This design comes from an exercise in tuning for a short achievable clock period and few clock cycles on the open sky130 flow, not from production work. The RTL was checked by simulation tests, not by an equivalence proof against the original design. No activity file was given, so power comes from the tool's default toggle rates.

==> trial 81: inputs <==
## cpuTop
module cpuTop #(
	parameter int dataMemDepth = 256                
) (
	input  logic         clk,
	input  logic         arstN,
	input  cpuPkg::wordT instr,                     
	input  cpuPkg::wordT nextByte,                  
	input  cpuPkg::wordT inPort,
	output cpuPkg::wordT pc,
	output cpuPkg::wordT outPort,
	output logic         outEn
);
	logic [3:0]   m1SelAA, m1SelBA, m1SelAB, m1SelBB, m1Hold, m1StSel;
	logic [3:0]   m1SelX, m1SelY, m1SelOut;
	logic         m1OutV, m1StV, exStV, m1Hit;
	logic [27:0]  m1WrA, m1WrB;
	cpuPkg::wordT m1KA, m1KB, stData, ldData;
	logic [15:0]  m1Lo, m1Hi, exLo, exHi;
	logic [31:0]  regs, wdata;
	fetchStage uFetch (
		.clk      (clk),
		.arstN    (arstN),
		.instr    (instr),
		.nextByte (nextByte),
		.inPort   (inPort),
		.pc       (pc),
		.m1SelAA  (m1SelAA),
		.m1SelBA  (m1SelBA),
		.m1SelAB  (m1SelAB),
		.m1SelBB  (m1SelBB),
		.m1SelX   (m1SelX),
		.m1SelY   (m1SelY),
		.m1SelOut (m1SelOut),
		.m1OutV   (m1OutV),
		.m1WrA    (m1WrA),
		.m1WrB    (m1WrB),
		.m1Hold   (m1Hold),
		.m1KA     (m1KA),
		.m1KB     (m1KB),
		.m1StV    (m1StV),
		.m1StSel  (m1StSel),
		.m1Lo     (m1Lo),
		.m1Hi     (m1Hi),
		.m1Hit    (m1Hit)
	);
	regFile uRegFile (
		.clk   (clk),
		.arstN (arstN),
		.wdata (wdata),
		.regs  (regs)
	);
	executeStage uExecute (
		.clk     (clk),
		.arstN   (arstN),
		.regs    (regs),
		.m1SelAA (m1SelAA),
		.m1SelBA (m1SelBA),
		.m1SelAB (m1SelAB),
		.m1SelBB (m1SelBB),
		.m1SelX  (m1SelX),
		.m1SelY  (m1SelY),
		.m1SelOut(m1SelOut),
		.m1OutV  (m1OutV),
		.m1WrA   (m1WrA),
		.m1WrB   (m1WrB),
		.m1Hold  (m1Hold),
		.m1KA    (m1KA),
		.m1KB    (m1KB),
		.m1StV   (m1StV),
		.m1StSel (m1StSel),
		.m1Lo    (m1Lo),
		.m1Hi    (m1Hi),
		.ldData  (ldData),
		.exStV   (exStV),
		.exLo    (exLo),
		.exHi    (exHi),
		.stData  (stData),
		.wdata   (wdata),
		.outPort (outPort),
		.outEn   (outEn)
	);
	memoryStage uMemory (
		.clk   (clk),
		.we    (exStV),
		.wlo   (exLo),
		.whi   (exHi),
		.wdata (stData),
		.rlo   (m1Lo),
		.rhi   (m1Hi),
		.hit   (m1Hit),
		.rdata (ldData)
	);
endmodule
make LEC_CHECK=0 CAP_MARGIN=20 CORE_MARGIN=2 CORE_UTILIZATION=28 SETUP_SLACK_MARGIN=2.3 SLEW_MARGIN=20 finish   # period 4.4 ns
run.sh (not shown) runs the stock make flow with config.mk's settings and CLKGATE_MAP_FILE= SYNTH_SCRIPT=/design/flow/synth_recipe.tcl, a recipe that flattens the netlist after the stock synthesis.
==> trial 47: changes against trial 81 <==
--- a/flow/design.v
+++ b/flow/design.v
@@ -214,129 +214,85 @@
 	output logic         exStV,                     
 	output logic [15:0]  exLo, exHi,
 	output cpuPkg::wordT stData,
 	output logic [31:0]  wdata,                     
 	output cpuPkg::wordT outPort,
 	output logic         outEn
 );
-	logic [3:0]   hold;
+	logic [27:0]  wrA, wrB;
+	logic [3:0]   hold, stSel;
 	cpuPkg::wordT kA, kB;
 	always_ff @(posedge clk or negedge arstN) begin
 		if (!arstN) begin
+			wrA   <= '0;
+			wrB   <= '0;
 			hold  <= '1;
 			exStV <= 1'b0;
 		end else begin
+			wrA   <= m1WrA;
+			wrB   <= m1WrB;
 			hold  <= m1Hold;
 			exStV <= m1StV;
 		end
 	end
 	always_ff @(posedge clk) begin
 		kA     <= m1KA;
 		kB     <= m1KB;
+		stSel  <= m1StSel;
 		exLo   <= m1Lo;
 		exHi   <= m1Hi;
 	end
 	cpuPkg::wordT aA, bA, aB, bB;                   
 	cpuPkg::wordT x, y;                             
 	logic [3:0] colSum, colDiff, colLA, colLB, colLd;
 	logic [5:2] fnA, fnB;                           
-	logic [5:2] m1FnA, m1FnB;
-	logic [3:0] m1ColSum, m1ColDiff, m1ColLA, m1ColLB, m1ColLd;
 	always_comb begin
-		m1FnA = '0;
-		m1FnB = '0;
+		fnA = '0;
+		fnB = '0;
 		for (int i = 0; i < 4; i++) begin
-			m1ColSum[i]  = m1WrA[7*i + 0] | m1WrB[7*i + 0];
-			m1ColDiff[i] = m1WrA[7*i + 1] | m1WrB[7*i + 1];
-			m1ColLA[i]   = |m1WrA[7*i + 2 +: 4];
-			m1ColLB[i]   = |m1WrB[7*i + 2 +: 4];
-			m1ColLd[i]   = m1WrA[7*i + 6] | m1WrB[7*i + 6];
-			m1FnA = m1FnA | m1WrA[7*i + 2 +: 4];
-			m1FnB = m1FnB | m1WrB[7*i + 2 +: 4];
+			colSum[i]  = wrA[7*i + 0] | wrB[7*i + 0];
+			colDiff[i] = wrA[7*i + 1] | wrB[7*i + 1];
+			colLA[i]   = |wrA[7*i + 2 +: 4];
+			colLB[i]   = |wrB[7*i + 2 +: 4];
+			colLd[i]   = wrA[7*i + 6] | wrB[7*i + 6];
+			fnA = fnA | wrA[7*i + 2 +: 4];
+			fnB = fnB | wrB[7*i + 2 +: 4];
 		end
 	end
-	always_ff @(posedge clk or negedge arstN) begin
-		if (!arstN) begin
-			colSum  <= '0;
-			colDiff <= '0;
-			colLA   <= '0;
-			colLB   <= '0;
-			colLd   <= '0;
-		end else begin
-			colSum  <= m1ColSum;
-			colDiff <= m1ColDiff;
-			colLA   <= m1ColLA;
-			colLB   <= m1ColLB;
-			colLd   <= m1ColLd;
-		end
-	end
-	always_ff @(posedge clk) begin
-		fnA <= m1FnA;
-		fnB <= m1FnB;
-	end
 	cpuPkg::wordT sum, diff, lresA, lresB;
 	assign sum   = x + y;                           
 	assign diff  = x - y;                           
 	assign lresA = ({8{fnA[2]}} & (aA & bA)) | ({8{fnA[3]}} & (aA | bA)) |
 	               ({8{fnA[4]}} & bA) | ({8{fnA[5]}} & kA);
 	assign lresB = ({8{fnB[2]}} & (aB & bB)) | ({8{fnB[3]}} & (aB | bB)) |
 	               ({8{fnB[4]}} & bB) | ({8{fnB[5]}} & kB);
-	cpuPkg::wordT rSum, rDiff, rLA, rLB, rLd;
-	logic [3:0]   rColSum, rColDiff, rColLA, rColLB, rColLd;
-	cpuPkg::wordT rcur [4];                         
-	always_ff @(posedge clk) begin
-		rSum  <= sum;
-		rDiff <= diff;
-		rLA   <= lresA;
-		rLB   <= lresB;
-		rLd   <= ldData;
-	end
-	always_ff @(posedge clk or negedge arstN) begin
-		if (!arstN) begin
-			rColSum  <= '0;
-			rColDiff <= '0;
-			rColLA   <= '0;
-			rColLB   <= '0;
-			rColLd   <= '0;
-		end else begin
-			rColSum  <= colSum;
-			rColDiff <= colDiff;
-			rColLA   <= colLA;
-			rColLB   <= colLB;
-			rColLd   <= colLd;
-		end
-	end
-	always_comb begin
-		for (int i = 0; i < 4; i++) begin
-			rcur[i] = ({8{rColSum[i]}} & rSum) | ({8{rColDiff[i]}} & rDiff) |
-			          ({8{rColLA[i]}} & rLA) | ({8{rColLB[i]}} & rLB) |
-			          ({8{rColLd[i]}} & rLd) |
-			          ({8{~(rColSum[i] | rColDiff[i] | rColLA[i] | rColLB[i] | rColLd[i])}} &
-			           regs[8*i +: 8]);
-		end
-	end
 	function automatic logic [7:0] after(input logic [3:0] sel);
 		logic [7:0] v;
 		v = ({8{|(sel & colSum)}} & sum) | ({8{|(sel & colDiff)}} & diff) |
 		    ({8{|(sel & colLA)}} & lresA) | ({8{|(sel & colLB)}} & lresB) |
 		    ({8{|(sel & colLd)}} & ldData);
-		for (int i = 0; i < 4; i++) v = v | ({8{sel[i] & hold[i]}} & rcur[i]);
+		for (int i = 0; i < 4; i++) v = v | ({8{sel[i] & hold[i]}} & regs[8*i +: 8]);
 		after = v;
 	endfunction
 	always_comb begin
-		for (int i = 0; i < 4; i++) wdata[8*i +: 8] = rcur[i];
+		stData = '0;
+		for (int i = 0; i < 4; i++) begin
+			stData = stData | ({8{stSel[i]}} & regs[8*i +: 8]);
+		end
+	end
+	always_comb begin
+		for (int i = 0; i < 4; i++) wdata[8*i +: 8] = after(4'b1 << i);
 	end
 	always_ff @(posedge clk) begin
 		aA <= after(m1SelAA);
 		bA <= after(m1SelBA);
 		aB <= after(m1SelAB);
 		bB <= after(m1SelBB);
 		x  <= after(m1SelX);
 		y  <= after(m1SelY);
-		stData <= after(m1StSel);
 	end
 	always_ff @(posedge clk or negedge arstN) begin
 		if (!arstN) begin
 			outEn   <= 1'b0;
 			outPort <= '0;
 		end else begin
 			outEn   <= m1OutV;
@@ -355,30 +311,30 @@
 );
 	cpuPkg::wordT dataMem [256];
 	always_ff @(posedge clk) begin
 		for (int i = 0; i < 256; i++) begin
 			if (we && whi[i / 16] && wlo[i % 16]) dataMem[i] <= wdata;
 		end
 	end
-	cpuPkg::wordT qtr [8];
+	cpuPkg::wordT qtr [16];
 	cpuPkg::wordT fwdQ;                             
 	always_ff @(posedge clk) begin
-		for (int q = 0; q < 8; q++) begin
+		for (int q = 0; q < 16; q++) begin
 			cpuPkg::wordT g;
 			g = '0;
-			for (int i = 32*q; i < 32*q + 32; i++) begin
+			for (int i = 16*q; i < 16*q + 16; i++) begin
 				g = g | ({8{rhi[i / 16] & rlo[i % 16]}} & dataMem[i]);
 			end
 			qtr[q] <= hit ? '0 : g;
 		end
 		fwdQ <= hit ? wdata : '0;
 	end
 	always_comb begin
 		rdata = fwdQ;
-		for (int q = 0; q < 8; q++) rdata = rdata | qtr[q];
+		for (int q = 0; q < 16; q++) rdata = rdata | qtr[q];
 	end
 endmodule
 module cpuTop #(
 	parameter int dataMemDepth = 256                
 ) (
 	input  logic         clk,
 	input  logic         arstN,
==> run summary <==
Maximum fanout count along the critical path: trial 81 5; trial 47 6
Crit path buffers/inverters: trial 81 3; trial 47 2
Post-synthesis async set-or-reset flop share: trial 81 3.882%; trial 47 4.470%
Overall die height: trial 81 583.6 µm; trial 47 584.8 µm
Placed wire-length estimate after detailed placement: trial 81 190900 µm; trial 47 194100 µm
Run status: trial 81 no timing/DRC/antenna violations; trial 47 no timing/DRC/antenna violations
Power in combinational cells: trial 81 0.0143 W; trial 47 0.0121 W
Total power after layout: trial 81 0.06711 W; trial 47 0.06357 W
Area fraction of the dominant cell type after synthesis: trial 81 65.37%; trial 47 65.12%
Minimum setup slack among reg-to-reg paths: trial 81 1940 ps; trial 47 1740 ps
Clock latency reported for the late side of the worst-skew pair: trial 81 930 ps; trial 47 960 ps
Standard cell area after detailed placement: trial 81 100600 µm²; trial 47 100500 µm²
Setup slack at placement: trial 81 713.1 ps; trial 47 718.9 ps
Combinational fraction of design power: trial 81 21.3%; trial 47 19.0%
Crit path capture: trial 81 uExecute.outPort[6]$_DFF_PN0_; trial 47 uExecute.y[2]$_DFF_P_
Non-CTS inverters: trial 81 120; trial 47 41
Final worst path period share: trial 81 55.82%; trial 47 60.51%
Total Routing Usage GR: trial 81 20.66%; trial 47 19.67%
CP max stage delay: trial 81 390 ps; trial 47 480 ps
Arrival time of data at the critical path endpoint: trial 81 3210 ps; trial 47 3410 ps
Maximum number of pins on one net before global-route repair: trial 81 257; trial 47 107
Number of cells on the critical path: trial 81 11; trial 47 8
Number of iterations in the first detailed-routing pass: trial 81 10; trial 47 8
Seq group: trial 81 0.0304 W; trial 47 0.0302 W
Average cell area after synthesis: trial 81 15.46 µm²; trial 47 15.97 µm²
CTS H-tree depth: trial 81 5; trial 47 4
Skew final: trial 81 90.51 ps; trial 47 140.0 ps
Testbench counts of trial 81, summed over its fixed seeds: cycles 16,691.
Testbench counts of trial 47, summed over its fixed seeds: cycles 16,691.

## port drivers added, routing unchanged
No port has a modelled driver above. Below, the same layouts with a new extraction and two added sets of constraints.
Step 1: set_driving_cell puts a clkbuf_16 on clk and a buf_2 on each other input, an assumption about the parent block.
Step 2 times the ports against the registers' clock, not the clock port: input delays grow and output delays shrink by t, the midpoint of the rising clock arrivals with the driver on.
a / b / c = no drivers / after step 1 / after step 2; a / b = the first two.
| run | t (ns) | setup slack, ns | hold slack, ns | latest minus earliest clock arrival (ns) |
|---|---|---|---|---|
| trial 81 | 0.993 | 1.944 / 1.944 / 1.233 | 0.056 / -0.016 / 0.331 | 0.111 / 0.111 |
| trial 47 | 0.986 | 1.738 / 1.738 / 1.393 | 0.079 / 0.010 / 0.323 | 0.144 / 0.144 |
After both steps setup and hold are still met in every run listed. The setup slack of trial 81, which loses most, moves by 0.000 ns with the drivers and by -0.711 ns with both steps.
